What follows belongs to an exercise in optimizing a design on an open flow for small area; a production flow would make more cautious choices.
The RTL was checked by simulation tests, not by an equivalence proof against the original design.
Power figures rest on the tool's default switching activity, not on a simulated workload. No driver is modelled on the clock port, so clocking that relies on it looks cheaper here than on a real chip.

==> flow/design.v <==
module bp_oai22 (
  input  logic a1, a2, b1, b2,
  output logic y
);
  assign y = ~((a1 | a2) & (b1 | b2));
endmodule
module bp_aoi222 (
  input  logic a1, a2, b1, b2, c1, c2,
  output logic y
);
  assign y = ~((a1 & a2) | (b1 & b2) | (c1 & c2));
endmodule
module bp_rd16 (
  input  logic [15:0] sel,
  input  logic [15:0] d,
  output logic        y
);
  logic [5:0] t;
  for (genvar g = 0; g < 5; g++) begin : g_aoi
    bp_aoi222 u_aoi (
      .a1(sel[3*g]),   .a2(d[3*g]),
      .b1(sel[3*g+1]), .b2(d[3*g+1]),
      .c1(sel[3*g+2]), .c2(d[3*g+2]),
      .y(t[g])
    );
  end
  assign t[5] = ~(sel[15] & d[15]);
  assign y = ~&t;
endmodule
module bp_dec16 (
  input  logic [3:0]  a,
  output logic [15:0] y
);
  for (genvar i = 0; i < 16; i++) begin : g_y
    assign y[i] = (a == 4'(i));
  end
endmodule
module bp_eq26 (
  input  logic [25:0] a,
  input  logic [25:0] b,
  output logic        eq
);
  assign eq = ~|(a ^ b);
endmodule
module branch_predictor (
  input  logic        clk,
  input  logic        reset,
  input  logic [31:0] pc,
  output logic        pred_taken,
  output logic [31:0] pred_pc,
  input  logic        upd_en,
  input  logic [31:0] upd_pc,
  input  logic        upd_taken,
  input  logic [31:0] upd_target,
  input  logic        upd_mispredict,
  output logic [31:0] hit_cnt,
  output logic [31:0] mispred_cnt
);
  localparam int DEPTH = 16;
  localparam int EW = 59;
  logic [DEPTH-1:0] r_valid;
  logic [DEPTH-1:0] r_tk;       
  logic [EW-1:0]    r_ent   [DEPTH];
  logic [EW-1:0]    w_ent_d [DEPTH];
  logic             r_ph;
  logic [31:0] r_hit_cnt;
  logic [31:0] r_mispred_cnt;
  logic [DEPTH-1:0] w_rsel, w_usel;
  logic             w_rtk, w_uvalid, w_utk;
  logic [EW-1:0]    w_rent, w_uent;
  logic             w_req, w_ueq, w_uhit;
  logic [1:0]       w_ucnt, w_ucnt_next;
  logic [EW-1:0]    w_wdata;
  logic [25:0]      w_rtag_x;
  assign hit_cnt     = r_hit_cnt;
  assign mispred_cnt = r_mispred_cnt;
  bp_dec16 u_rdec (.a(pc[5:2]),     .y(w_rsel));
  bp_dec16 u_udec (.a(upd_pc[5:2]), .y(w_usel));
  logic [DEPTH-1:0] w_col [EW];
  for (genvar b = 0; b < EW; b++) begin : g_col
    for (genvar i = 0; i < DEPTH; i++) begin : g_row
      assign w_col[b][i] = r_ent[i][b];
    end
    if (b < 58) begin : g_rd
      bp_rd16 u_rd (.sel(w_rsel), .d(w_col[b]), .y(w_rent[b]));
    end else begin : g_nord
      assign w_rent[b] = 1'b0;
    end
    if (b < 26 || b == 58) begin : g_ud
      bp_rd16 u_ud (.sel(w_usel), .d(w_col[b]), .y(w_uent[b]));
    end else begin : g_noud
      assign w_uent[b] = 1'b0;
    end
  end
  bp_rd16 u_rd_tk (.sel(w_rsel), .d(r_tk),    .y(w_rtk));
  bp_rd16 u_ud_tk (.sel(w_usel), .d(r_tk),    .y(w_utk));
  bp_rd16 u_ud_v  (.sel(w_usel), .d(r_valid), .y(w_uvalid));
  assign w_wdata = {w_ucnt_next[0], upd_target, upd_pc[31:6]} ^ {EW{r_ph}};
  assign w_rtag_x = pc[31:6] ^ {26{r_ph}};
  bp_eq26 u_req (.a(w_rent[25:0]), .b(w_rtag_x),     .eq(w_req));
  bp_eq26 u_ueq (.a(w_uent[25:0]), .b(w_wdata[25:0]), .eq(w_ueq));
  assign w_uhit     = w_uvalid & w_ueq;
  assign w_ucnt     = {w_utk, w_uent[58] ^ r_ph};
  assign pred_taken = w_rtk & w_req;
  assign pred_pc    = pred_taken ? w_rent[57:26] ^ {32{r_ph}}
                                 : {pc[31:2] + 30'd1, pc[1:0]};
  always_comb begin
    if (!w_uhit)        w_ucnt_next = 2'd2;
    else if (upd_taken) w_ucnt_next = (w_ucnt == 2'd3) ? 2'd3 : w_ucnt + 2'd1;
    else                w_ucnt_next = (w_ucnt == 2'd0) ? 2'd0 : w_ucnt - 2'd1;
  end
  wire w_upd   = upd_en & ~reset;
  wire w_alloc = w_upd & upd_taken;
  wire w_cwr   = w_upd & (upd_taken | w_uhit);
  for (genvar i = 0; i < DEPTH; i++) begin : g_wr
    wire we  = w_alloc & w_usel[i];
    wire cwe = w_cwr & w_usel[i];
    for (genvar b = 0; b < EW; b++) begin : g_bit
      if (b < 58) begin : g_tt
        bp_oai22 u_hold (.a1(~we), .a2(w_wdata[b]), .b1(we), .b2(r_ent[i][b]),
                         .y(w_ent_d[i][b]));
      end else begin : g_cn
        bp_oai22 u_hold (.a1(~cwe), .a2(w_wdata[b]), .b1(cwe), .b2(r_ent[i][b]),
                         .y(w_ent_d[i][b]));
      end
    end
  end
  always_ff @(posedge clk) begin
    r_ph <= ~r_ph & ~reset;
    for (int i = 0; i < DEPTH; i++) begin
      r_ent[i] <= w_ent_d[i];
      if (reset) begin
        r_valid[i] <= 1'b0;
        r_tk[i]    <= 1'b0;
      end else begin
        if (w_alloc & w_usel[i]) r_valid[i] <= 1'b1;
        if (w_cwr & w_usel[i])   r_tk[i]    <= w_ucnt_next[1];
      end
    end
  end
  always_ff @(posedge clk) begin
    if (reset) begin
      r_hit_cnt     <= '0;
      r_mispred_cnt <= '0;
    end else if (upd_en) begin
      if (w_uhit)         r_hit_cnt     <= r_hit_cnt + 32'd1;
      if (upd_mispredict) r_mispred_cnt <= r_mispred_cnt + 32'd1;
    end
  end
endmodule
==> flow/flow/run.sh <==
#!/bin/bash
set -euo pipefail
cd "$(dirname "$0")/.."
export BUFFER_PORTS_ARGS="-buffer_cell sky130_fd_sc_hd__buf_1"
export CTS_ARGS="-sink_clustering_enable -repair_clock_nets -sink_clustering_size 30 -sink_clustering_max_diameter 100 -dont_use_dummy_load"
bash standard.sh > standard_flow.log 2>&1
==> flow/standard.sh <==
#!/bin/bash
# synth_recipe.tcl (not shown) runs the flow's synth.tcl, then flattens the netlist and writes it again
# the make line also repeats each setting of config.mk as NAME=value (left out here)
make -C /OpenROAD-flow-scripts/flow DESIGN_CONFIG=/design/flow/config.mk WORK_HOME=/design/flow/orfs CLKGATE_MAP_FILE= SYNTH_SCRIPT=/design/flow/synth_recipe.tcl "${@:-finish}"
==> flow/config.mk <==
export PLATFORM = sky130hd
export DESIGN_NAME = branch_predictor
export DESIGN_NICKNAME = branch_predictor
export VERILOG_FILES = /design/flow/design.v
export SDC_FILE = /design/flow/constraint.sdc
export NUM_CORES = 4
export LEC_CHECK = 0
export CAP_MARGIN = 20
export CORE_MARGIN = 2
export CORE_UTILIZATION = 40
export SETUP_SLACK_MARGIN = 0.2
export SLEW_MARGIN = 20
export SYNTH_HIERARCHICAL = 1
==> flow/constraint.sdc <==
create_clock -name core_clock -period 7.0 [get_ports {clk}]
set_input_delay 1.4000 -clock core_clock [delete_from_list [all_inputs] [get_ports {clk}]]
set_output_delay 1.4000 -clock core_clock [all_outputs]
set_load 0.01 [all_outputs]
==> results of run 1 <==
==> Yosys cell counts, types with 3 or more instances <==
library cell and number:
inv_1 66, nor2_1 53, nor4_1 23, buf_2 7
nor4_2 4, or4_1 34, nor2b_1 10, nor3_1 11
buf_6 8, and3_1 92, a31oi_1 14, xnor2_1 49
and4bb_1 10, ha_1 3, buf_1 13, o21ai_0 50
nor4b_4 8, and4b_1 8, o22ai_1 944, dfxtp_1 1041
and4_1 11, o31ai_1 26, or3_2 3, a211oi_1 17
a21oi_1 60, xor2_1 152, nand4_1 116, or3_1 23
nand2_1 164, a222oi_1 440, mux2_2 9, nand3_1 36
clkbuf_1 35
==> critical path: cells and delay by family <==
| family | cells | cell delay [ns] |
|---|---|---|
| AND/OR/NAND/NOR | 8 | 2.01 |
| XOR/XNOR | 1 | 0.20 |
| AO/OA/AOI/OAI | 2 | 0.45 |
| buffers and inverters | 6 | 1.14 |
==> power by group <==
part	internal (mW)	switching, mW	leakage (nW)	total (mW)
clock	1.07	1.85	0.505	2.92
combinational	0.761	1.01	5.49	1.78
sequential	6.95	0.648	9.05	7.60
==> how the worst max path moves through the flow <==
| stage | startpoint | end | slack, ns |
|---|---|---|---|
| after floorplan | pc[3] | pred_pc[10] | 0.46 |
| after global placement | pc[4] | pred_pc[10] | 0.15 |
| after detailed placement | pc[4] | pred_pc[12] | 0.1 |
| after CTS | pc[2] | pred_pc[12] | 0.20 |
| after global routing | pc[4] | pred_pc[8] | 0.24 |
| final | pc[2] | pred_pc[8] | 0.34 |
==> what timing repair did <==
action / CTS / global route
endpoints found under the setup margin: 8 / 9
gates resized for setup: 1 / 3
hold endpoints to repair: 0 / 0
pin swaps: 1 / 2
cloned: 2 / 2
==> per-module statistics from Yosys (local to each module, per instance) <==
module            flip-flops and latches  cell area, µm²  copies in the design
bp_dec16                               0           276.5                     2
bp_rd16                                0           16.27                    88
bp_oai22                               0           6.256                   944
bp_aoi222                              0           10.01                   440
bp_eq26                                0           287.8                     2
branch_predictor                    1041           25410                     1
==> stage by stage <==
stage                     setup slack [ns]  hold slack (ns)
after global routing                0.2429           0.4623
after CTS                           0.2030           0.4547
after global placement              0.1453           0.4348
final                               0.3441           0.4509
after floorplan                     0.4603           0.4213
after detailed placement           0.09702           0.4385
==> metal layers <==
layer / vias to the layer above / wire length, µm
li1: 15970 / -
met1: 18120 / 64180
met2: 2864 / 68730
met3: 552 / 21950
met4: 0 / 8705
met5: - / 0
==> sequential cells by signal, summed over array words and instances (netlist names) <==
name and flops:
r_valid 16, r_hit_cnt 32, r_tk 16, r_mispred_cnt 32, r_ent 944, r_ph 1
==> logic make-up after synthesis <==
logic type / Yosys count / synth area share [%]
simple gates: 619 / 9.554
mux: 9 / 0.2648
buf+inv: 131 / 1.477
compound gates: 1555 / 29.54
fa+ha+maj: 4 / 0.1242
flops: 1041 / 54.44
xor+xnor: 201 / 4.599
==> area by class of cell <==
type                       count  share of cell area [%]
antenna                        2                 0.01159
timing repair buffer         385                   5.214
inverter                      66                  0.6203
multi-input combinational   2392                   39.83
clock buffer                  41                   2.377
tap                         1265                   3.666
sequential                  1041                   48.28
==> run notes, run 1 <==
- primary output — kind of capture point of the worst setup path
- r_hit_cnt[31] — capture instance of the worst register-to-register path
- 0.46 ns — Largest stage delay, worst path
- 113 — Row Count
- 1 — Hold Crit Depth
- dfxtp_1, o22ai_1, a222oi_1 — top cells by area in the synthesized netlist
- 45.50% — Layout Utilization
- complete, no violations — result of the run
- 0 — Max Cap Violations
- 12.29 mW — Power Total
- 31.57% — global router's overall resource usage
- 54.44% — Seq/Total Area, Yosys
- 195 — count of buffers inserted at the top-level ports
- and4b_4 — CP max stage cell
- 46.63% — global routing met2 resource utilization
- buf_1 > buf_4 > and4b_4 > a222oi_1 > and3_1 > nand4_1 > xor2_1 > nor4_2 > buf_4 > nand3_1 > nor4_2 > nand2_4 > inv_2 > buf_12 > nand2_1 > o21ai_0 > buf_1 — worst path cell trace
- 0 — hold violation total from the final report
- dfxtp_1 — Main synth FF type
- 150.2 MHz — maximum clock rate
- 35170 — via count of the first global-routing pass
- 0.1861 mV — worst vdd ir
- false — RSZ-0062 raised after global routing
- 5.26 ns — critical path arrival
- 0 ns — setup TNS after final layout
- 0.09819 mm² — Total Die Area
- r_ph — RR Startpoint
- 54.44% — top cell type's share of synthesized area
- 1041 — number of sinks handled by clock tree synthesis
- 40.35% — initial core utilization
- 0 — Post-synth EDFFs
- r_ent[0][51] — Min-Delay Endpoint
- 37510 — Vias
- 284.8 mW/mm² — total power per unit cell area
- 16.35% — Slew HR
- 8.115% — met3 GRT Util
- 11 — TritonRoute pass-1 iters
- 1041 — Synth Register Bits
- 0.02084 mm² — Storage cell area
- primary input — sort of element at the start of the critical path
- 12.78% — synthesis-to-layout area growth
- 236900 µm — first-pass GRT wire length
- 198 — boundary pin count
- 313.3 µm — DIE WIDTH
- 15.05 nW — leakage power of the design
- 0 — # setup viols final
- 41 — total clock buffers created by CTS
- 4 — initial antenna violation count
- 10.75 µm² — synthesized area per cell
- 313.3 µm — die span in y
- 0.04317 mm² — final design area excluding fillers
- 6.656 ns — minimum clock period after layout
- 0 — number of buffers added to fix hold violations after cts
- met2 — most used routing layer
- 0.04483 ns — Max Clock Skew
- 12 — Syn. warnings
- dfxtp_1 — most common cell after layout, fill and taps aside
- 1.61 ns — internal reg-to-reg setup slack
- 0.01719 mm² — area taken by multi-input logic gates
- 0.09 ns — post-CTS clock slew at the launch and capture registers of the worst setup and hold paths
- 93990 µm — Detailed Place HPWL
- 0 — Antenna Violating Nets Remaining
- 1.255 ns — transition time at the pin with the least slew margin
- 2 — H-tree levels
- r_ent[0][51] — launch instance of the worst min-delay path
- 163600 µm — total wire length
- 8.535% — fraction of layout instances using a drive strength above 1
- 0 — count of pins over their slew limit
- 31.50 µm — routed len/inst
- 7298 — iteration-0 DRC count of the detailed router
- dfxtp_1, o22ai_1, a222oi_1, buf_1, buf_4 — leading cell types in the layout, fill and taps excluded
- 13 — count of cells along the worst register-to-register path
- 47 — count of different cell masters after synthesis
- 0.09487 mm² — placeable core region
- 8991 — fill cell total of the finished layout
- 95.08% — final period utilization
- 4031 — count of nets after finishing
- 3 — clock buffer depth
- clkbuf_16 — root cell of the clock tree
- 27 — critical path peak fanout
- 0% — share of synthesized flip-flops with an asynchronous set or reset
- register to register — path type of the worst min-delay path
- done — CTS tree
- 3560 — instance count of the mapped netlist
- 0.04206 mm² — total cell area at the placement stage
- 0.65 ns — Clk Latency, worst-skew pair
- dfxtp_1 — cell type with the largest total area after synthesis
- 5.60 ns — required time at the endpoint of the critical path
- primary input to primary output — start-to-end type of the worst setup path
- 5145 — Placed Instances
- 42.94% — met1 track utilization from global routing
- 76 — maximum number of pins on one net before global-route repair
- 7.224 — via-per-instance ratio
- 3664 — Synth Net Count
- 0.8932 — final estimated routing congestion in global placement
- 0 — total setup buffers inserted after CTS
- 0.03828 mm² — netlist area before placement
- 0 — number of remaining DRC errors
- 5192 — count of non-filler cells in the finished layout
- 0 — aggregate global routing overflow
==> inputs of run 2 (changes only) <==
--- a/flow/config.mk
+++ b/flow/config.mk
@@ -8,5 +8,5 @@
 export CAP_MARGIN = 20
 export CORE_MARGIN = 2
-export CORE_UTILIZATION = 40
+export CORE_UTILIZATION = 45
 export SETUP_SLACK_MARGIN = 0.2
 export SLEW_MARGIN = 20
==> run 2 against run 1 <==
Via count decreased by 1.2%. Non-clock buffer count decreased by 16. Critical path depth decreased by 1. Clock power about the same. First-iteration DRC count decreased by 14%. Sequential power about the same. Clock-buffer cell count increased by 1. Maximum frequency increased by 0.90%. Critical path type unchanged. Critical endpoint is now pred_pc[11]. Largest cell class unchanged. Largest power group unchanged.
==> run notes, run 2 <==
- complete, no violations — result of the run
- 31.24 µm — routed len/inst
- 14.99 nW — leakage power of the design
- 0.03828 mm² — netlist area before placement
- 0 ns — setup TNS after final layout
- 151.6 MHz — maximum clock rate
- 51.23% — Layout Utilization
- 1041 — Synth Register Bits
- 295.7 µm — die span in y
- 0.42 ns — Largest stage delay, worst path
- 0.1708 mV — worst vdd ir
- 94.23% — final period utilization
- 0 — # setup viols final
- a222oi_1 — CP max stage cell
- done — CTS tree
- 1041 — number of sinks handled by clock tree synthesis
- 5.60 ns — required time at the endpoint of the critical path
- 42 — total clock buffers created by CTS
- 6.596 ns — minimum clock period after layout
- 0.3441 ns — Setup Slack @ Placement
- 0.1242% — adder and majority cell fraction of the synthesized area
- r_ent — largest reg by FF count
- 0.4036 ns — minimum setup slack in the final design
- 12 — Syn. warnings
- dfxtp_1 — cell with the most instances after synthesis
- 0 — Max Cap Violations
- 8.440% — fraction of layout instances using a drive strength above 1
- buf_1 > buf_4 > and4bb_4 > buf_4 > a222oi_1 > and3_1 > nand4_1 > xor2_1 > nor4_1 > nand3_1 > nor4_2 > nand2_2 > buf_6 > a21oi_1 > buf_4 > buf_1 — worst path cell trace
- simple AND/OR/NAND/NOR gates — Largest delay share family, worst path
- compound AO/OA/AOI/OAI gates — combinational family with the most area after synthesis
- 6260 — iteration-0 DRC count of the detailed router
- 0.2648% — multiplexer share of the synthesized area
- 3 — clock buffer depth
- 28 — critical path peak fanout
- dfxtp_1, o22ai_1, a222oi_1 — top cells by area in the synthesized netlist
- 0.8725 — final estimated routing congestion in global placement
- dfxtp_1 — Main synth FF type
- 0.06 ns — post-CTS clock slew at the launch and capture registers of the worst setup and hold paths
- 0 — count of pins over their slew limit
- 1.149 ns — transition time at the pin with the least slew margin
- false — RSZ-0062 raised after global routing
- 37080 — Vias
- 54.44% — Seq/Total Area, Yosys
- dfxtp_1, o22ai_1, a222oi_1, buf_1, buf_4 — leading cell types in the layout, fill and taps excluded
- dfxtp_1 — cell type with the largest total area after synthesis
- 0 — hold violation total from the final report
- 12.26 mW — Power Total
- 3560 — instance count of the mapped netlist
- 6 — buffers plus inverters on the worst setup path
- 0 — initial antenna violation count
- 0.04938 ns — Max Clock Skew
- 944 — number of flip-flops under the largest register name
- 195 — count of buffers inserted at the top-level ports
- primary input to primary output — start-to-end type of the worst setup path
- 54.44% — top cell type's share of synthesized area
- 7.350 — via-per-instance ratio
- 0.08395 mm² — placeable core region
- 0 — Post-synth EDFFs
- 157600 µm — total wire length
- r_ent: 944 flops, r_hit_cnt: 32 flops, r_mispred_cnt: 32 flops — Largest regs
- primary input — sort of element at the start of the critical path
- 198 — boundary pin count
- 9.554% — simple-gate share of the synthesized area
- 90900 µm — Detailed Place HPWL
- dfxtp_1 — most common cell after layout, fill and taps aside
- 106 — Row Count
- 0 — number of remaining DRC errors
- 4.599% — fraction of synthesized cell area in xor and xnor cells
- 10.75 µm² — synthesized area per cell
- 23.38% — Slew HR
- 14 — TritonRoute pass-1 iters
- 0 — Antenna Violating Nets Remaining
- 85 — maximum number of pins on one net before global-route repair
- 4016 — count of nets after finishing
- register to register — path type of the worst min-delay path
- 7618 — fill cell total of the finished layout
- 0 — Diodes inserted
- 5044 — count of non-filler cells in the finished layout
- 5.20 ns — critical path arrival
- 0.08741 mm² — Total Die Area
- 0% — share of synthesized flip-flops with an asynchronous set or reset
- 34260 — via count of the first global-routing pass
- 3664 — Synth Net Count
- clkbuf_16 — root cell of the clock tree
- 12.37% — synthesis-to-layout area growth
- 29.54% — synthesized-area fraction occupied by ao, oa, aoi and oai cells
- 45.59% — initial core utilization
- 285.1 mW/mm² — total power per unit cell area
- 0.63 ns — Clk Latency, worst-skew pair
- 295.7 µm — DIE WIDTH
- dfxtp_1, o22ai_1, a222oi_1 — top cells by instance count after synthesis
- 34.38% — global router's overall resource usage
- primary output — kind of capture point of the worst setup path
- 2 — H-tree levels
- 47 — count of different cell masters after synthesis
- 4996 — Placed Instances
- buf_4 — Most Frequent Cell on Critical Path
- 227500 µm — first-pass GRT wire length
- 0 — aggregate global routing overflow
-- run 2: cell counts after synthesis --
Identical to the previous run, type by type.
-- run 2: what timing repair did --
| action | CTS | global route |
|---|---|---|
| hold endpoints to repair | 0 | 0 |
| hold buffers | 0 | 0 |
| setup endpoints to repair | 0 | 5 |
| gates resized for setup | 0 | 4 |
| buffers inserted | 0 | 2 |
-- run 2: logic make-up (layout without fill, tap and decap cells) --
| family | after synthesis | in the layout |
|---|---|---|
| adders and majority gates | 4 | 4 |
| xor gates and xnor gates | 201 | 201 |
| muxes | 9 | 9 |
| DFF | 1041 | 1041 |
| and+or+nand+nor | 619 | 623 |
| AOI/OAI and AO/OA | 1555 | 1555 |
| buffers and inverters | 131 | 477 |
-- run 2: area by class of cell --
type	count	area [µm²]	area share, %
inverter	66	267.8	0.6225
clock buffer	42	1051	2.444
multi-input combinational	2392	17280	40.17
timing repair buffer	369	2153	5.006
sequential	1041	20840	48.46
tap	1134	1419	3.299
-- run 2: per-module statistics from Yosys, one instance, submodules excluded --
module / area, µm² / cells inside / flip-flops and latches / copies in the design
bp_aoi222: 10.01 / 1 / 0 / 440
bp_dec16: 276.5 / 20 / 0 / 2
bp_eq26: 287.8 / 35 / 0 / 2
bp_oai22: 6.256 / 1 / 0 / 944
bp_rd16: 16.27 / 3 / 0 / 88
branch_predictor: 25410 / 1802 / 1041 / 1
-- run 2: per-stage QoR --
stage | area [µm²] | hold WS, ns
3_5_place_dp | 41810 | 0.4375
3_3_place_gp | 41720 | 0.4334
5_1_grt | 43010 | 0.4634
6_report | 43010 | 0.4455
4_1_cts | 42860 | 0.4494
2_1_floorplan | 38290 | 0.4213
-- run 2: layer usage --
| metal | vias up | GRT usage [%] | routed length [µm] |
|---|---|---|---|
| li1 | 15920 | - | - |
| met1 | 18040 | 48.08 | 62710 |
| met2 | 2642 | 51.23 | 66930 |
| met3 | 466 | 8.102 | 21100 |
| met4 | 0 | 13.40 | 6851 |
| met5 | - | 0 | 0 |
-- run 2: where the power goes --
part           switching (mW)  internal [mW]
combinational           0.976          0.749
sequential              0.641           6.95
clock                    1.86           1.09
total                    3.47           8.79
-- run 2: final timing paths --
| kind | from | slack [ns] | cells after the start | to |
|---|---|---|---|---|
| setup / recovery | pc[4] | 0.40 | 16 | pred_pc[11] |
| hold / removal | r_ent[1][39] | 0.45 | 1 | r_ent[1][39] |
| setup reg to reg | r_ph | 1.63 | 11 | r_hit_cnt[31] |
| hold reg to reg | r_ent[1][39] | 0.45 | 1 | r_ent[1][39] |
==> inputs of run 3 (changes only) <==
==> flow/flow/run.sh (replaced) <==
#!/bin/bash
set -euo pipefail
cd "$(dirname "$0")/.."
export BUFFER_PORTS_ARGS="-buffer_cell sky130_fd_sc_hd__buf_1"
export CTS_ARGS="-sink_clustering_enable -repair_clock_nets -sink_clustering_size 28 -sink_clustering_max_diameter 100 -dont_use_dummy_load"
bash standard.sh > standard_flow.log 2>&1
--- a/flow/config.mk
+++ b/flow/config.mk
@@ -8,5 +8,5 @@
 export CAP_MARGIN = 20
 export CORE_MARGIN = 2
-export CORE_UTILIZATION = 45
+export CORE_UTILIZATION = 40
 export SETUP_SLACK_MARGIN = 0.2
 export SLEW_MARGIN = 20
==> run 3 against run 2 <==
Power is 1.0% higher. Sequential cell count stayed put. Die area is 12% higher. Still clean. Setup slack worse by 0.13 ns. Sequential power hardly changed. Final cell count is 3.0% higher. Critical path depth stayed put. Highest routed layer is now met5. Maximum frequency is 1.9% lower. Via count is 1.4% higher. Critical endpoint is now pred_pc[8].
==> run notes, run 3 <==
- complete, no violations — result of the run
- dfxtp_1 — Main synth FF type
- 0.08 ns — post-CTS clock slew at the launch and capture registers of the worst setup and hold paths
- 12 — Syn. warnings
- 0.8932 — final estimated routing congestion in global placement
- dfxtp_1, o22ai_1, a222oi_1 — top cells by instance count after synthesis
- r_ent — largest reg by FF count
- 0.05806 ns — Max Clock Skew
- 113 — Row Count
- 5145 — Placed Instances
- 1.249 ns — transition time at the pin with the least slew margin
- 0.1839 mV — worst vdd ir
- 10.75 µm² — synthesized area per cell
- 76 — maximum number of pins on one net before global-route repair
- dfxtp_1, o22ai_1, a222oi_1, buf_1, buf_4 — leading cell types in the layout, fill and taps excluded
- 0.09819 mm² — Total Die Area
- 35280 — via count of the first global-routing pass
- primary input — sort of element at the start of the critical path
- 3 — clock buffer depth
- 42.91% — met1 track utilization from global routing
- 5195 — count of non-filler cells in the finished layout
- 1041 — Synth Register Bits
- 148.7 MHz — maximum clock rate
- dfxtp_1, o22ai_1, a222oi_1 — top cells by area in the synthesized netlist
- 1041 — number of sinks handled by clock tree synthesis
- 0 — Max Cap Violations
- 0.09487 mm² — placeable core region
- 31.60 µm — routed len/inst
- 8.605% — fraction of layout instances using a drive strength above 1
- primary output — kind of capture point of the worst setup path
- 54.44% — Seq/Total Area, Yosys
- dfxtp_1 — cell type with the largest total area after synthesis
- 0.2767 ns — minimum setup slack in the final design
- 17 — critical path peak fanout
- done — CTS tree
- dfxtp_1 — most common cell after layout, fill and taps aside
- 44 — total clock buffers created by CTS
- 195 — count of buffers inserted at the top-level ports
- 164200 µm — total wire length
- 5.60 ns — required time at the endpoint of the critical path
- false — RSZ-0062 raised after global routing
- 3560 — instance count of the mapped netlist
- 0.09702 ns — Setup Slack @ Placement
- 29.54% — synthesized-area fraction occupied by ao, oa, aoi and oai cells
- 4034 — count of nets after finishing
- 0 — number of remaining DRC errors
- 0.64 ns — Clk Latency, worst-skew pair
- 0.1242% — adder and majority cell fraction of the synthesized area
- 313.3 µm — die span in y
- 6.723 ns — minimum clock period after layout
- 47 — count of different cell masters after synthesis
- 37600 — Vias
- 40.35% — initial core utilization
- 45.58% — Layout Utilization
- 4.599% — fraction of synthesized cell area in xor and xnor cells
- r_ent: 944 flops, r_hit_cnt: 32 flops, r_mispred_cnt: 32 flops — Largest regs
- 7.238 — via-per-instance ratio
- 16.71% — Slew HR
- dfxtp_1 — cell with the most instances after synthesis
- 6 — initial antenna violation count
- 0 — hold violation total from the final report
- 93990 µm — Detailed Place HPWL
- 0.03828 mm² — netlist area before placement
- 198 — boundary pin count
- 0 — # setup viols final
- 0% — share of synthesized flip-flops with an asynchronous set or reset
- register to register — path type of the worst min-delay path
- 15.08 nW — leakage power of the design
- 54.44% — top cell type's share of synthesized area
- 13 — TritonRoute pass-1 iters
- 96.05% — final period utilization
- 8.108% — met3 GRT Util
- primary input to primary output — start-to-end type of the worst setup path
- met2 — most used routing layer
- 237000 µm — first-pass GRT wire length
- 31.59% — global router's overall resource usage
- 3664 — Synth Net Count
- 0 — Post-synth EDFFs
- 0 — total setup buffers inserted after CTS
- 7265 — iteration-0 DRC count of the detailed router
- 0 — Antenna Violating Nets Remaining
- 0 — aggregate global routing overflow
- 46.89% — global routing met2 resource utilization
- 2 — H-tree levels
- compound AO/OA/AOI/OAI gates — combinational family with the most area after synthesis
- 944 — number of flip-flops under the largest register name
- 5.32 ns — critical path arrival
- 0 — count of pins over their slew limit
- clkbuf_16 — root cell of the clock tree
- 286.4 mW/mm² — total power per unit cell area
- 0.2648% — multiplexer share of the synthesized area
- 9.554% — simple-gate share of the synthesized area
- 12.97% — synthesis-to-layout area growth
- 313.3 µm — DIE WIDTH
- 0 ns — setup TNS after final layout
-- run 3: area by class of cell --
class / instances / area [µm²]
Antenna cell: 2 / 5.005
Clock buffer: 44 / 1101
Timing Repair Buffer: 385 / 2251
Sequential cell: 1041 / 20840
Multi-Input combinational cell: 2392 / 17190
Tap cell: 1265 / 1583
Fill cell: 8962 / 51630
Inverter: 66 / 267.8
-- run 3: kinds of logic after synthesis --
kind of cell,after synthesis
XOR/XNOR,201
adder cells (fa/ha/maj),4
flip-flops,1041
buffers and inverters,131
AND/OR/NAND/NOR,619
multiplexers,9
AO/OA/AOI/OAI,1555
-- run 3: through the flow --
stage	power, mW	hold slack, ns	cell area, µm²
final	12.39	0.4494	43240
after global routing	12.82	0.4609	43240
after CTS	12.30	0.4500	43190
after detailed placement	9.402	0.4385	42060
after global placement	9.356	0.4348	42000
after floorplan	8.687	0.4213	38290
-- run 3: critical path, stage by stage --
cell and delay [ns]:
buf_2 0.40, and4bb_4 0.47, a222oi_1 0.43, and3_1 0.25, nand4_1 0.17, xor2_1 0.20, nor4_2 0.36, buf_4 0.19
nand3_1 0.09, nor4_2 0.41, nand2_4 0.22, inv_2 0.19, buf_12 0.16, nand2_1 0.06, o21ai_0 0.09, buf_1 0.18
-- run 3: path summary, 6_finish.rpt --
path                startpoint       endpoint  slack (ns)  depth (start not counted)
setup / recovery         pc[4]     pred_pc[8]        0.28                         16
hold reg to reg   r_ent[9][58]   r_ent[9][58]        0.45                          1
setup reg to reg          r_ph  r_hit_cnt[31]        1.64                         13
hold / removal    r_ent[9][58]   r_ent[9][58]        0.45                          1
-- run 3: power by group --
group / leakage [nW] / internal (mW) / switching (mW) / total (mW)
combinational: 5.49 / 0.761 / 1.02 / 1.78
sequential: 9.05 / 6.95 / 0.650 / 7.60
clock: 0.542 / 1.14 / 1.87 / 3.01
-- run 3: timing repair --
action	in CTS	in global routing
pin swaps	3	2
hold buffers	0	0
setup endpoints to repair	8	8
gates resized for setup	1	3
cloned	2	2
-- run 3: Yosys stat by module, one instance, submodules excluded --
module | copies in the design | flip-flops and latches | cells | cell area [µm²]
bp_eq26 | 2 | 0 | 35 | 287.8
bp_rd16 | 88 | 0 | 3 | 16.27
branch_predictor | 1 | 1041 | 1802 | 25410
bp_aoi222 | 440 | 0 | 1 | 10.01
bp_oai22 | 944 | 0 | 1 | 6.256
bp_dec16 | 2 | 0 | 20 | 276.5
-- run 3: metal layers --
| metal | part of all wire (%) | wire length [µm] |
|---|---|---|
| met3 | 14 | 23240 |
| met2 | 42 | 69000 |
| met1 | 39 | 63320 |
| met4 | 5.2 | 8541 |
| met5 | 0.040 | 66 |
==> inputs of run 4 (changes only) <==
==> flow/flow/run.sh (replaced) <==
#!/bin/bash
set -euo pipefail
cd "$(dirname "$0")/.."
export BUFFER_PORTS_ARGS="-buffer_cell sky130_fd_sc_hd__buf_1"
export GPL_KEEP_OVERFLOW=0.3
export CTS_ARGS="-sink_clustering_enable -repair_clock_nets -sink_clustering_size 28 -sink_clustering_max_diameter 100 -dont_use_dummy_load"
bash standard.sh > standard_flow.log 2>&1
==> run 4 against run 3 <==
Sequential share of layout area is 0.77 points lower. Clock skew is 0.0096 ns higher. Hold slack better by 0.0018 ns. Power hardly changed. Core utilization is 0.74 points higher. Critical endpoint is now pred_pc[4]. Largest power group unchanged.
==> run notes, run 4 <==
- 0 — total setup buffers inserted after CTS
- r_ent — largest reg by FF count
- 313.3 µm — DIE WIDTH
- 1 — Hold Crit Depth
- 0.41 ns — Largest stage delay, worst path
- 151.0 MHz — maximum clock rate
- 198 — boundary pin count
- done — CTS tree
- 15.37 nW — leakage power of the design
- 12.37 mW — Power Total
- 4069 — count of nets after finishing
- 47 — count of different cell masters after synthesis
- nor4_1 — CP max stage cell
- 0 — count of pins over their slew limit
- 3664 — Synth Net Count
- 0 — number of remaining DRC errors
- 167000 µm — total wire length
- 0.04395 mm² — final design area excluding fillers
- 44 — total clock buffers created by CTS
- 13 — count of cells along the worst register-to-register path
- 944 — number of flip-flops under the largest register name
- 54.44% — top cell type's share of synthesized area
- 1041 — number of sinks handled by clock tree synthesis
- 0.4512 ns — post-route worst hold slack
- 96090 µm — Detailed Place HPWL
- 2 — initial antenna violation count
- 1.251 ns — transition time at the pin with the least slew margin
- r_ent[0][58] — Min-Delay Endpoint
- 0 — Antenna Violating Nets Remaining
- 0 — # setup viols final
- r_ph — RR Startpoint
- false — RSZ-0062 raised after global routing
- primary input — sort of element at the start of the critical path
- 0.09819 mm² — Total Die Area
- 16.58% — Slew HR
- 14.81% — synthesis-to-layout area growth
- dfxtp_1, o22ai_1, a222oi_1 — top cells by area in the synthesized netlist
- 46.33% — Layout Utilization
- buf_4 — Most Frequent Cell on Critical Path
- 9.866% — fraction of layout instances using a drive strength above 1
- 0.06765 ns — Max Clock Skew
- 0 — post-cts repair resize count
- 8958 — fill cell total of the finished layout
- dfxtp_1 — cell with the most instances after synthesis
- 5.60 ns — required time at the endpoint of the critical path
- 0.09487 mm² — placeable core region
- 0 — hold violation total from the final report
- 0.3782 ns — minimum setup slack in the final design
- 242100 µm — first-pass GRT wire length
- 0% — share of synthesized flip-flops with an asynchronous set or reset
- 32.46% — global router's overall resource usage
- dfxtp_1, o22ai_1, a222oi_1 — top cells by instance count after synthesis
- 5183 — Placed Instances
- dfxtp_1 — Main synth FF type
- 0 — Max Cap Violations
- dfxtp_1 — most common cell after layout, fill and taps aside
- 0.8935 — final estimated routing congestion in global placement
- 0.01728 mm² — area taken by multi-input logic gates
- pc[2] — start point of the critical path
- 0.02084 mm² — Storage cell area
- 0 ns — setup TNS after final layout
- 31.95 µm — routed len/inst
- 12 — Syn. warnings
- 40.35% — initial core utilization
- 0 — Post-synth EDFFs
- 10.75 µm² — synthesized area per cell
- 3 — clock buffer depth
- 0 — aggregate global routing overflow
- buf_1 > buf_12 > and4bb_4 > buf_4 > a222oi_1 > and3_1 > nand4_1 > xor2_1 > nor4_1 > buf_4 > nand3_1 > nor4_2 > nand2_2 > inv_1 > buf_4 > nand2_1 > o21ai_0 > buf_1 — worst path cell trace
- clkbuf_16 — root cell of the clock tree
- 7.257 — via-per-instance ratio
- 0.03828 mm² — netlist area before placement
- 0.07 ns — post-CTS clock slew at the launch and capture registers of the worst setup and hold paths
- 20 — critical path peak fanout
- primary input to primary output — start-to-end type of the worst setup path
- r_ent[0][58] — launch instance of the worst min-delay path
- dfxtp_1 — cell type with the largest total area after synthesis
- 1041 — Synth Register Bits
- 0.3729 ns — Setup Slack @ Placement
- 0.1876 mV — worst vdd ir
- 35940 — via count of the first global-routing pass
- 0.04266 mm² — total cell area at the placement stage
- 113 — Row Count
- 1.99 ns — internal reg-to-reg setup slack
- 54.44% — Seq/Total Area, Yosys
- 37940 — Vias
- 7043 — iteration-0 DRC count of the detailed router
- r_hit_cnt[31] — capture instance of the worst register-to-register path
- r_ent: 944 flops, r_hit_cnt: 32 flops, r_mispred_cnt: 32 flops — Largest regs
- 0 — number of buffers added to fix hold violations after cts
- 3560 — instance count of the mapped netlist
- complete, no violations — result of the run
- 5.22 ns — critical path arrival
- 195 — count of buffers inserted at the top-level ports
- primary output — kind of capture point of the worst setup path
- 281.6 mW/mm² — total power per unit cell area
- dfxtp_1, o22ai_1, a222oi_1, buf_4, buf_1 — leading cell types in the layout, fill and taps excluded
- 0 — Diodes inserted
- register to register — path type of the worst min-delay path
- 71 — maximum number of pins on one net before global-route repair
- 0.66 ns — Clk Latency, worst-skew pair
- 5228 — count of non-filler cells in the finished layout
- 94.60% — final period utilization
- 2 — H-tree levels
- 313.3 µm — die span in y
- 6.622 ns — minimum clock period after layout
- 13 — TritonRoute pass-1 iters
## run 4: cell counts after synthesis
No cell type changed its count.
## run 4: report_power, final
part | switching [mW] | internal, mW | leakage (nW) | total [mW]
combinational | 0.992 | 0.768 | 5.78 | 1.76
clock | 1.89 | 1.14 | 0.542 | 3.02
sequential | 0.641 | 6.95 | 9.05 | 7.59
total | 3.52 | 8.85 | 15.4 | 12.4
## run 4: cell type report
class | count | area share (%)
Tap cell | 1265 | 3.601
Clock buffer | 44 | 2.505
Multi-Input combinational cell | 2388 | 39.33
Timing Repair Buffer | 424 | 6.517
Inverter | 66 | 0.6235
Sequential cell | 1041 | 47.43
## run 4: critical path, delay by kind of cell
| family | cells | cell delay [ns] |
|---|---|---|
| and+or+nand+nor | 8 | 1.77 |
| xor gates and xnor gates | 1 | 0.20 |
| buffers and inverters | 7 | 1.33 |
| AOI/OAI and AO/OA | 2 | 0.49 |
## run 4: how the worst max path moves through the flow
stage	endpoint	slack [ns]	depth (start not counted)
final	pred_pc[4]	0.38	18
after global routing	pred_pc[12]	0.30	17
after CTS	pred_pc[4]	0.34	17
after detailed placement	pred_pc[4]	0.37	17
after global placement	pred_pc[4]	0.34	16
after floorplan	pred_pc[10]	0.46	14
## run 4: Yosys stat by module (local to each module, per instance)
module	flops+latches	cells inside	cell area (µm²)
bp_aoi222	0	1	10.01
bp_dec16	0	20	276.5
bp_eq26	0	35	287.8
bp_oai22	0	1	6.256
bp_rd16	0	3	16.27
branch_predictor	1041	1802	25410
## run 4: per-layer routing
layer / part of all wire (%) / track usage, % / vias to the layer above
met3: 13 / 7.501 / 628
li1: - / - / 16030
met4: 5.7 / 16.46 / 0
met2: 43 / 48.77 / 2932
met1: 39 / 43.70 / 18350
met5: 0 / 0 / -
## run 4: cell families (layout without fill, tap and decap cells)
group                      Yosys count  in the layout  synth area share [%]
AOI/OAI and AO/OA                 1555           1555                 29.54
DFF                               1041           1041                 54.44
and+or+nand+nor                    619            619                 9.554
xor gates and xnor gates           201            201                 4.599
buffers and inverters              131            534                 1.477
muxes                                9              9                0.2648
adders and majority gates            4              4                0.1242
==> inputs of run 5 (changes only) <==
==> flow/flow/run.sh (replaced) <==
#!/bin/bash
set -euo pipefail
cd "$(dirname "$0")/.."
export BUFFER_PORTS_ARGS="-buffer_cell sky130_fd_sc_hd__buf_1"
export CTS_ARGS="-sink_clustering_enable -repair_clock_nets -sink_clustering_size 28 -sink_clustering_max_diameter 100 -dont_use_dummy_load"
bash standard.sh > standard_flow.log 2>&1
--- a/flow/config.mk
+++ b/flow/config.mk
@@ -9,4 +9,5 @@
 export CORE_MARGIN = 2
 export CORE_UTILIZATION = 40
+export PLACE_DENSITY = 0.75
 export SETUP_SLACK_MARGIN = 0.2
 export SLEW_MARGIN = 20
==> run 5 against run 4 <==
Non-clock buffer count shrank 71. Clock power about the same. Register-to-register slack got worse by 0.27 ns. Highest routed layer is now met5. Clock-buffer cell count grew 1. Hold slack got worse by 0.0038 ns. Area after synthesis did not move. Global-route usage down 2.7 points. Via count rose by 1.5%. Core utilization down 0.79 points. Largest cell class unchanged. Critical path depth down 1. Cell area down 1.7%. Sequential power about the same. Critical endpoint is now pred_pc[8].
==> run notes, run 5 <==
- r_ent[15][39] — launch instance of the worst min-delay path
- 27 — critical path peak fanout
- 8.436% — fraction of layout instances using a drive strength above 1
- done — CTS tree
- 10.75 µm² — synthesized area per cell
- 56760 µm — DRT met1 WL
- 3664 — Synth Net Count
- 0 — aggregate global routing overflow
- dfxtp_1, o22ai_1, a222oi_1 — top cells by instance count after synthesis
- 146.3 MHz — maximum clock rate
- dfxtp_1, o22ai_1, a222oi_1, buf_1, buf_4 — leading cell types in the layout, fill and taps excluded
- 0.4474 ns — post-route worst hold slack
- 20 — TritonRoute pass-1 iters
- 0.07814 ns — Max Clock Skew
- 4 — initial antenna violation count
- 944 — number of flip-flops under the largest register name
- 9086 — iteration-0 DRC count of the detailed router
- 227700 µm — first-pass GRT wire length
- dfxtp_1 — cell type with the largest total area after synthesis
- 195 — count of buffers inserted at the top-level ports
- 15.58% — Slew HR
- 0.2648% — multiplexer share of the synthesized area
- 12.86% — synthesis-to-layout area growth
- simple AND/OR/NAND/NOR gates — Largest delay share family, worst path
- 0 — Antenna Violating Nets Remaining
- 5.44 ns — critical path arrival
- clkbuf_16 — root cell of the clock tree
- 0 — Post-synth EDFFs
- 0.68 ns — Clk Latency, worst-skew pair
- 45 — total clock buffers created by CTS
- 38500 — Vias
- dfxtp_1 — Main synth FF type
- nor4_2 — CP max stage cell
- 0 — hold violation total from the final report
- 29.54% — synthesized-area fraction occupied by ao, oa, aoi and oai cells
- primary input to primary output — start-to-end type of the worst setup path
- complete, no violations — result of the run
- 1041 — number of sinks handled by clock tree synthesis
- 0 — number of remaining DRC errors
- 45.54% — Layout Utilization
- 0.1242% — adder and majority cell fraction of the synthesized area
- 6.836 ns — minimum clock period after layout
- 1041 — Synth Register Bits
- 25870 µm — met3 wire length
- false — RSZ-0062 raised after global routing
- 198 — boundary pin count
- 0 — # setup viols final
- 4006 — count of nets after finishing
- 0.03828 mm² — netlist area before placement
- 3560 — instance count of the mapped netlist
- 113 — Row Count
- primary input — sort of element at the start of the critical path
- 36280 — via count of the first global-routing pass
- 88460 µm — Detailed Place HPWL
- 4.599% — fraction of synthesized cell area in xor and xnor cells
- dfxtp_1 — cell with the most instances after synthesis
- 5.60 ns — required time at the endpoint of the critical path
- 30.08 µm — routed len/inst
- 97.66% — final period utilization
- 54.44% — Seq/Total Area, Yosys
- 0.47 ns — Largest stage delay, worst path
- 47 — count of different cell masters after synthesis
- 313.3 µm — die span in y
- 7.446 — via-per-instance ratio
- 12 — Syn. warnings
- compound AO/OA/AOI/OAI gates — combinational family with the most area after synthesis
- 0% — share of synthesized flip-flops with an asynchronous set or reset
- pc[2] — start point of the critical path
- 5108 — Placed Instances
- buf_2 > buf_6 > nor4_4 > buf_4 > a222oi_1 > and3_1 > nand4_1 > xor2_1 > nor4_2 > nand3_1 > nor4_2 > nand2_2 > inv_1 > buf_4 > nand2_1 > o21ai_0 > buf_1 — worst path cell trace
- 29.74% — global router's overall resource usage
- 0.9192 — final estimated routing congestion in global placement
- 0.09487 mm² — placeable core region
- 0.07 ns — post-CTS clock slew at the launch and capture registers of the worst setup and hold paths
- 286.6 mW/mm² — total power per unit cell area
- 63030 µm — metal2 WL
- 40.35% — initial core utilization
- r_ent: 944 flops, r_hit_cnt: 32 flops, r_mispred_cnt: 32 flops — Largest regs
- r_ph — RR Startpoint
- 0 — Max Cap Violations
- register to register — path type of the worst min-delay path
- 0 ns — setup TNS after final layout
- 3 — clock buffer depth
- 12.38 mW — Power Total
- met5 — Top Layer Used
- 6 — buffers plus inverters on the worst setup path
- 1.265 ns — transition time at the pin with the least slew margin
- 67 — maximum number of pins on one net before global-route repair
- r_ent — largest reg by FF count
- 8777 — fill cell total of the finished layout
- 0 — count of pins over their slew limit
- dfxtp_1 — most common cell after layout, fill and taps aside
- dfxtp_1, o22ai_1, a222oi_1 — top cells by area in the synthesized netlist
- 14.97 nW — leakage power of the design
- 0.1646 mV — worst vdd ir
- 0.09819 mm² — Total Die Area
- 155500 µm — total wire length
- 5170 — count of non-filler cells in the finished layout
- 54.44% — top cell type's share of synthesized area
- 9.554% — simple-gate share of the synthesized area
- 313.3 µm — DIE WIDTH
- 1.72 ns — internal reg-to-reg setup slack
- 2 — H-tree levels
- primary output — kind of capture point of the worst setup path
run 5: timing repair:
action	in CTS	in global routing
pin swaps	4	1
resized for setup	1	5
setup endpoints to repair	14	13
setup buffers	3	1
gates cloned	5	2
hold buffers	0	0
run 5: path summary, 6_finish.rpt:
path | endpoint | depth (start not counted)
setup reg to reg | r_hit_cnt[31] | 12
setup / recovery | pred_pc[8] | 17
hold reg to reg | r_ent[15][39] | 1
hold / removal | r_ent[15][39] | 1
run 5: metrics by stage:
| stage | setup WS (ns) | area, µm² |
|---|---|---|
| floorplan | 0.4603 | 38290 |
| global placement | -0.07543 | 41710 |
| detailed placement | 0.01732 | 41790 |
| CTS | 0.2330 | 43000 |
| global route | 0.2546 | 43190 |
| finish | 0.1639 | 43200 |
run 5: modules after synthesis, one instance, submodules excluded:
| module | cell area (µm²) | flops+latches | times used | cells |
|---|---|---|---|---|
| branch_predictor | 25410 | 1041 | 1 | 1802 |
| bp_eq26 | 287.8 | 0 | 2 | 35 |
| bp_dec16 | 276.5 | 0 | 2 | 20 |
| bp_rd16 | 16.27 | 0 | 88 | 3 |
| bp_aoi222 | 10.01 | 0 | 440 | 1 |
| bp_oai22 | 6.256 | 0 | 944 | 1 |
run 5: logic make-up after synthesis:
logic type	Yosys count
compound gates	1555
xor+xnor	201
fa+ha+maj	4
buf+inv	131
flops	1041
mux	9
simple gates	619
run 5: worst reg2reg max path, delay by kind of cell (launching register included):
family	cells	cell delay [ns]
xor gates and xnor gates	2	0.35
and+or+nand+nor	6	2.52
muxes	1	0.35
DFF	1	0.94
buffers and inverters	3	1.02
run 5: final cells by class:
cell class                 count  area (µm²)  share of cell area, %
timing repair buffer         353        2019                  4.674
clock buffer                  45        1126                  2.607
sequential                  1041       20840                  48.25
inverter                      66       249.0                 0.5763
tap                         1265        1583                  3.664
antenna                        5       12.51                0.02896
multi-input combinational   2395       17370                  40.20
run 5: report_power, final:
group | switching (mW) | internal (mW)
registers | 0.661 | 6.95
logic | 1.01 | 0.744
clock network | 1.86 | 1.16
run 5: metal layers:
metal | global-route usage, % | vias to the layer above
li1 | - | 15920
met1 | 38.53 | 18330
met2 | 42.82 | 3433
met3 | 11.62 | 808
met4 | 15.19 | 2
met5 | 0.04836 | -
==> inputs of run 6 (changes only) <==
--- a/flow/config.mk
+++ b/flow/config.mk
@@ -8,6 +8,5 @@
 export CAP_MARGIN = 20
 export CORE_MARGIN = 2
-export CORE_UTILIZATION = 40
-export PLACE_DENSITY = 0.75
+export CORE_UTILIZATION = 45
 export SETUP_SLACK_MARGIN = 0.2
 export SLEW_MARGIN = 20
==> run 6 against run 5 <==
Critical path depth fell by 1. Wire length rose by 1.3%. Critical endpoint is now pred_pc[11]. Final cell count fell by 2.4%. Global-route usage rose by 4.7 points. Still clean. Cell area fell by 0.37%. Die area fell by 11%. Sequential power barely moved. Sequential cell count did not move.
==> run notes, run 6 <==
- 285.5 mW/mm² — total power per unit cell area
- 5.60 ns — required time at the endpoint of the critical path
- compound AO/OA/AOI/OAI gates — combinational family with the most area after synthesis
- 0 — Post-synth EDFFs
- 14.0% — part of the power in combinational logic
- 0% — share of synthesized flip-flops with an asynchronous set or reset
- 4.599% — fraction of synthesized cell area in xor and xnor cells
- 195 — count of buffers inserted at the top-level ports
- dfxtp_1 — most common cell after layout, fill and taps aside
- 28.28% — fraction of power spent switching nets
- register to register — path type of the worst min-delay path
- 3.476 mW — switching power total
- 45.59% — initial core utilization
- r_ent: 944 flops, r_hit_cnt: 32 flops, r_mispred_cnt: 32 flops — Largest regs
- 8.463% — fraction of layout instances using a drive strength above 1
- 22.47% — Slew HR
- 0.2648% — multiplexer share of the synthesized area
- 0 — Diodes inserted
- dfxtp_1 — cell with the most instances after synthesis
- 0.06 ns — post-CTS clock slew at the launch and capture registers of the worst setup and hold paths
- 1041 — number of sinks handled by clock tree synthesis
- 29.54% — synthesized-area fraction occupied by ao, oa, aoi and oai cells
- 31.23 µm — routed len/inst
- primary output — kind of capture point of the worst setup path
- 3 — clock buffer depth
- 6536 — iteration-0 DRC count of the detailed router
- 0.2136 mV — worst vdd ir
- 0.01728 mm² — area taken by multi-input logic gates
- 15.00 nW — leakage power of the design
- 34.43% — global router's overall resource usage
- 228000 µm — first-pass GRT wire length
- 0 — count of pins over their slew limit
- 28 — critical path peak fanout
- 2 — H-tree levels
- 0 — number of remaining DRC errors
- clkbuf_16 — root cell of the clock tree
- 0 — # setup viols final
- 47 — count of different cell masters after synthesis
- 0.03059 ns — Max Clock Skew
- 0.08741 mm² — Total Die Area
- 0.62 ns — Clk Latency, worst-skew pair
- false — RSZ-0062 raised after global routing
- primary input — sort of element at the start of the critical path
- 4017 — count of nets after finishing
- 944 — number of flip-flops under the largest register name
- 12 — Syn. warnings
- 5.25 ns — critical path arrival
- 0 — aggregate global routing overflow
- 54.44% — Seq/Total Area, Yosys
- dfxtp_1, o22ai_1, a222oi_1, buf_1, buf_4 — leading cell types in the layout, fill and taps excluded
- 0.8725 — final estimated routing congestion in global placement
- 9.554% — simple-gate share of the synthesized area
- dfxtp_1, o22ai_1, a222oi_1 — top cells by instance count after synthesis
- 8.814 mW — internal power summed over all cells
- 90900 µm — Detailed Place HPWL
- 0.04181 mm² — total cell area at the placement stage
- 61.8% — portion of total power attributed to sequential cells
- 7612 — fill cell total of the finished layout
- 1041 — Synth Register Bits
- 94.94% — final period utilization
- 0.1242% — adder and majority cell fraction of the synthesized area
- done — CTS tree
- primary input to primary output — start-to-end type of the worst setup path
- 0.02084 mm² — Storage cell area
- 0.04304 mm² — final design area excluding fillers
- r_ent — largest reg by FF count
- 198 — boundary pin count
- 24.2% — share of power burned in the clock network
- complete, no violations — result of the run
- 11 — TritonRoute pass-1 iters
- 34430 — via count of the first global-routing pass
- 3664 — Synth Net Count
- 0 ns — setup TNS after final layout
- 7.354 — via-per-instance ratio
- 1.163 ns — transition time at the pin with the least slew margin
- 43 — total clock buffers created by CTS
- 0 — Max Cap Violations
- 295.7 µm — DIE WIDTH
- 0 — Antenna Violating Nets Remaining
- 157500 µm — total wire length
- 106 — Row Count
- 295.7 µm — die span in y
- 150.5 MHz — maximum clock rate
- 0.08395 mm² — placeable core region
- 0.4454 ns — post-route worst hold slack
- 54.44% — top cell type's share of synthesized area
- 85 — maximum number of pins on one net before global-route repair
- 37100 — Vias
- 0 — hold violation total from the final report
- dfxtp_1 — cell type with the largest total area after synthesis
- 0.03828 mm² — netlist area before placement
- dfxtp_1, o22ai_1, a222oi_1 — top cells by area in the synthesized netlist
- 3560 — instance count of the mapped netlist
- 12.44% — synthesis-to-layout area growth
- 10.75 µm² — synthesized area per cell
- 0 — initial antenna violation count
- 6.646 ns — minimum clock period after layout
- dfxtp_1 — Main synth FF type
run 6: what timing repair did:
item	in CTS	in global routing
endpoints found under the setup margin	0	6
buffers inserted	0	2
resized for setup	0	5
hold endpoints to repair	0	0
hold buffers	0	0
run 6: worst paths after layout:
path | end | startpoint | cells after the start | slack (ns)
setup / recovery | pred_pc[11] | pc[3] | 16 | 0.35
hold / removal | r_ent[6][38] | r_ent[6][38] | 1 | 0.45
setup reg to reg | r_hit_cnt[31] | r_ph | 11 | 1.62
hold reg to reg | r_ent[6][38] | r_ent[6][38] | 1 | 0.45
run 6: power by group through the flow:
stage	combinational [mW]	clock (mW)	sequential, mW
finish	1.73	2.97	7.59
CTS	1.67	2.98	7.56
global placement	1.61	0	7.69
floorplan	1.15	0	7.54
detailed placement	1.67	0	7.68
global route	1.86	3.19	7.71
run 6: routing by layer:
metal	up-vias	part of all wire [%]	wire [µm]	global-route usage, %
met5	-	0.037	58	0
met2	2642	43	66990	51.13
met1	18020	40	63260	48.30
li1	15960	-	-	-
met4	2	4.4	6926	13.28
met3	484	13	20300	8.207
run 6: layout make-up:
| cell class | count | share of cell area [%] |
|---|---|---|
| clock buffers | 43 | 2.500 |
| repair buffers | 369 | 5.012 |
| inverters | 66 | 0.6221 |
| multi-input cells | 2392 | 40.14 |
| well taps | 1134 | 3.297 |
| flip-flops and latches | 1041 | 48.43 |
run 6: stage by stage:
step	std cells	setup WS (ns)	total power [mW]	utilization, %
2_1_floorplan	3560	0.4603	8.687	-
3_3_place_gp	4994	0.3841	9.300	49.69
3_5_place_dp	4996	0.3441	9.352	49.80
4_1_cts	5039	0.3434	12.21	51.09
5_1_grt	5045	0.2282	12.75	51.27
6_report	5045	0.3539	12.29	51.27
run 6: logic make-up after synthesis:
logic type,count (synthesis)
adders and majority gates,4
buffers and inverters,131
and+or+nand+nor,619
xor gates and xnor gates,201
DFF,1041
AOI/OAI and AO/OA,1555
muxes,9
run 6: modules after synthesis, one instance, submodules excluded:
module / flops+latches / copies in the design / cells
branch_predictor: 1041 / 1 / 1802
bp_eq26: 0 / 2 / 35
bp_oai22: 0 / 944 / 1
bp_aoi222: 0 / 440 / 1
bp_rd16: 0 / 88 / 3
bp_dec16: 0 / 2 / 20
run 6: worst max-delay path, stage by stage:
cell and delay (ns):
buf_1 0.08, buf_6 0.24, and4bb_4 0.38, buf_4 0.20
a222oi_1 0.36, and3_1 0.22, nand4_1 0.24, xor2_1 0.24
nor4_2 0.31, nand3_1 0.16, nor4_2 0.32, nand2_2 0.19
buf_6 0.23, a21oi_1 0.26, buf_4 0.18, buf_1 0.15
==> inputs of run 7 (changes only) <==
--- a/flow/config.mk
+++ b/flow/config.mk
@@ -8,5 +8,5 @@
 export CAP_MARGIN = 20
 export CORE_MARGIN = 2
-export CORE_UTILIZATION = 45
+export CORE_UTILIZATION = 50
 export SETUP_SLACK_MARGIN = 0.2
 export SLEW_MARGIN = 20
==> run 7 against run 6 <==
Wire length grew 3.9%. Critical path depth fell by 2. Synthesized cell count unchanged. Register-to-register slack gained 0.36 ns. Largest cell class unchanged. Largest power group unchanged.
==> run notes, run 7 <==
- complete, no violations — result of the run
- 4878 — count of non-filler cells in the finished layout
- 8010 — iteration-0 DRC count of the detailed router
- 0 — Max Cap Violations
- 36480 — via count of the first global-routing pass
- simple AND/OR/NAND/NOR gates — Largest delay share family, worst path
- 0.1242% — adder and majority cell fraction of the synthesized area
- 1 — Hold Crit Depth
- 19.13% — Slew HR
- 12 — count of cells along the worst register-to-register path
- 54.44% — Seq/Total Area, Yosys
- 4002 — count of nets after finishing
- 0 — # setup viols final
- 195 — count of buffers inserted at the top-level ports
- 147.1 MHz — maximum clock rate
- primary input — sort of element at the start of the critical path
- 0 — Antenna Violating Nets Remaining
- 5.40 ns — critical path arrival
- 92840 µm — Detailed Place HPWL
- 0.65 ns — Clk Latency, worst-skew pair
- 8.419% — fraction of layout instances using a drive strength above 1
- dfxtp_1 — cell type with the largest total area after synthesis
- 1.98 ns — internal reg-to-reg setup slack
- 0.2648% — multiplexer share of the synthesized area
- 0.8891 — final estimated routing congestion in global placement
- 0.07878 mm² — Total Die Area
- 4.599% — fraction of synthesized cell area in xor and xnor cells
- 944 — number of flip-flops under the largest register name
- 7.899 — via-per-instance ratio
- 1041 — Synth Register Bits
- 0 — aggregate global routing overflow
- 1.213 ns — transition time at the pin with the least slew margin
- 2 — H-tree levels
- 97.12% — final period utilization
- 54.44% — top cell type's share of synthesized area
- 5 — initial antenna violation count
- dfxtp_1, o22ai_1, a222oi_1, buf_1, nand2_1 — leading cell types in the layout, fill and taps excluded
- 3 — clock buffer depth
- 3664 — Synth Net Count
- 0 — Post-synth EDFFs
- 4827 — Placed Instances
- 9.554% — simple-gate share of the synthesized area
- 29.54% — synthesized-area fraction occupied by ao, oa, aoi and oai cells
- r_ent[0][26] — Min-Delay Endpoint
- 0 ns — setup TNS after final layout
- 0.03828 mm² — netlist area before placement
- 0.08 ns — post-CTS clock slew at the launch and capture registers of the worst setup and hold paths
- 0.07582 mm² — placeable core region
- 0.01735 mm² — area taken by multi-input logic gates
- r_ent — largest reg by FF count
- dfxtp_1 — cell with the most instances after synthesis
- 28 — critical path peak fanout
- dfxtp_1 — most common cell after layout, fill and taps aside
- dfxtp_1, o22ai_1, a222oi_1 — top cells by instance count after synthesis
- done — CTS tree
- 33.55 µm — routed len/inst
- 0.42 ns — Largest stage delay, worst path
- 4 — buffers plus inverters on the worst setup path
- 0 — number of remaining DRC errors
- 38530 — Vias
- 50.48% — initial core utilization
- dfxtp_1, o22ai_1, a222oi_1 — top cells by area in the synthesized netlist
- 198 — boundary pin count
- r_ent[0][26] — launch instance of the worst min-delay path
- 0.02481 ns — Max Clock Skew
- primary output — kind of capture point of the worst setup path
- false — RSZ-0062 raised after global routing
- 163700 µm — total wire length
- 6601 — fill cell total of the finished layout
- 0.2154 mV — worst vdd ir
- 1041 — number of sinks handled by clock tree synthesis
- 47 — count of different cell masters after synthesis
- 0 — count of pins over their slew limit
- 0% — share of synthesized flip-flops with an asynchronous set or reset
- primary input to primary output — start-to-end type of the worst setup path
- 12 — Syn. warnings
- 0.02084 mm² — Storage cell area
- 12.16% — synthesis-to-layout area growth
- 280.7 µm — die span in y
- buf_4 — Most Frequent Cell on Critical Path
- compound AO/OA/AOI/OAI gates — combinational family with the most area after synthesis
- register to register — path type of the worst min-delay path
- 0 — total setup buffers inserted after CTS
- dfxtp_1 — Main synth FF type
- 0 — hold violation total from the final report
- r_hit_cnt[25] — capture instance of the worst register-to-register path
- 43 — total clock buffers created by CTS
- 280.7 µm — DIE WIDTH
- clkbuf_16 — root cell of the clock tree
- 3560 — instance count of the mapped netlist
- 101 — Row Count
- r_ent: 944 flops, r_hit_cnt: 32 flops, r_mispred_cnt: 32 flops — Largest regs
- 14.96 nW — leakage power of the design
- 287.5 mW/mm² — total power per unit cell area
- 5.60 ns — required time at the endpoint of the critical path
- 39.34% — global router's overall resource usage
- nor4_1 — CP max stage cell
- 6.798 ns — minimum clock period after layout
- r_ph — RR Startpoint
- 10.75 µm² — synthesized area per cell
- 235700 µm — first-pass GRT wire length
- 40 — TritonRoute pass-1 iters
- buf_2 > and4bb_4 > buf_4 > a222oi_1 > and3_1 > nand4_1 > xor2_1 > nor4_1 > nand3_1 > nor4_2 > nand2_2 > buf_4 > a31oi_2 > buf_1 — worst path cell trace
- 110 — maximum number of pins on one net before global-route repair
-- run 7: cell counts after synthesis --
Identical to the previous run, type by type.
-- run 7: routing by layer --
layer  track usage (%)  wire length (µm)
met2             59.76             69450
met5                 0                55
met1             52.35             61540
met3             10.47             23320
met4             17.89              9289
-- run 7: logic make-up after synthesis --
group | count (synthesis)
fa+ha+maj | 4
mux | 9
simple gates | 619
buf+inv | 131
flops | 1041
xor+xnor | 201
compound gates | 1555
-- run 7: worst register-to-register path: stages, from the launching register on --
cell,delay [ns]
dfxtp_4,0.97
buf_4,0.63
xor2_1,0.26
buf_4,0.26
xor2_1,0.11
nor4_1,0.33
nand3_1,0.22
nor4_2,0.41
buf_4,0.24
and3_1,0.38
nand3_1,0.33
nor4_1,0.41
mux2_2,0.37
-- run 7: power by group --
group | internal [mW] | switching, mW
logic | 0.743 | 1.02
clock network | 1.11 | 1.85
registers | 6.95 | 0.669
-- run 7: worst max path at each step --
stage          start     endpoint  slack (ns)  cells after the start
2_1_floorplan  pc[3]  pred_pc[10]        0.46                     14
3_3_place_gp   pc[3]  pred_pc[27]        0.14                     14
3_5_place_dp   pc[3]  pred_pc[27]        0.09                     14
4_1_cts        pc[5]  pred_pc[27]        0.21                     14
5_1_grt        pc[3]  pred_pc[27]        0.18                     15
6_report       pc[3]  pred_pc[27]        0.20                     14
-- run 7: what timing repair did --
item	4_1_cts	5_1_grt
cloned	0	4
resized for setup	1	6
hold buffers	0	0
endpoints found under the setup margin	11	24
pin swaps	0	4
-- run 7: cell type report --
class,count,area share [%]
sequential,1041,48.55
multi-input combinational,2392,40.40
timing repair buffer,354,5.080
tap,978,2.850
clock buffer,43,2.506
inverter,66,0.5887
antenna,4,0.02331
-- run 7: per-module statistics from Yosys, one instance, submodules excluded --
module | flip-flops and latches | cells | copies in the design
bp_rd16 | 0 | 3 | 88
branch_predictor | 1041 | 1802 | 1
bp_oai22 | 0 | 1 | 944
bp_dec16 | 0 | 20 | 2
bp_eq26 | 0 | 35 | 2
bp_aoi222 | 0 | 1 | 440
-- run 7: metrics by stage --
step	setup WS, ns	cell area [µm²]	utilization, %	total power [mW]	hold WS [ns]
2_1_floorplan	0.4603	38290	-	8.687	0.4213
3_3_place_gp	0.1407	41550	54.81	9.245	0.4346
3_5_place_dp	0.08734	41590	54.85	9.386	0.4402
4_1_cts	0.2115	42670	56.28	12.23	0.4526
5_1_grt	0.1757	42920	56.61	12.76	0.4645
6_report	0.2015	42930	56.62	12.34	0.4514

afterwards: timing with drivers on the ports:
The results above use ideal ports. As a check the final layouts listed here were re-extracted and re-timed, cells and wires unchanged. Step 1 (the two cells are an assumption about what drives the block):
set clk [get_ports {clk}]
set_driving_cell -lib_cell sky130_fd_sc_hd__clkbuf_16 $clk
set_driving_cell -lib_cell sky130_fd_sc_hd__buf_2 [delete_from_list [all_inputs] $clk]
Step 2 adds t to the input delays and takes it off the output delays; t is the mean of the earliest and latest rising clock arrival at the registers after step 1. Input paths then give back, and output paths get back, about the clock's delay inside the block. Slacks: ideal / step 1 / step 2; pairs: ideal / step 1.
| run | t, ns | setup WS [ns] | cell pins on the clock port's net |
|---|---|---|---|
| run 1 | 0.689 | 0.344 / 0.322 / 0.054 | 1 |
| run 2 | 0.676 | 0.404 / 0.380 / 0.155 | 1 |
| run 3 | 0.684 | 0.277 / 0.256 / 0.042 | 1 |
| run 4 | 0.693 | 0.378 / 0.356 / 0.356 | 1 |
| run 5 | 0.697 | 0.164 / 0.138 / 0.138 | 1 |
| run 6 | 0.683 | 0.354 / 0.328 / 0.241 | 1 |
| run 7 | 0.700 | 0.202 / 0.176 / 0.176 | 1 |
After both steps setup and hold are still met in every run listed. The setup slack of run 1, which loses most, moves by -0.022 ns with the drivers and by -0.290 ns with both steps.
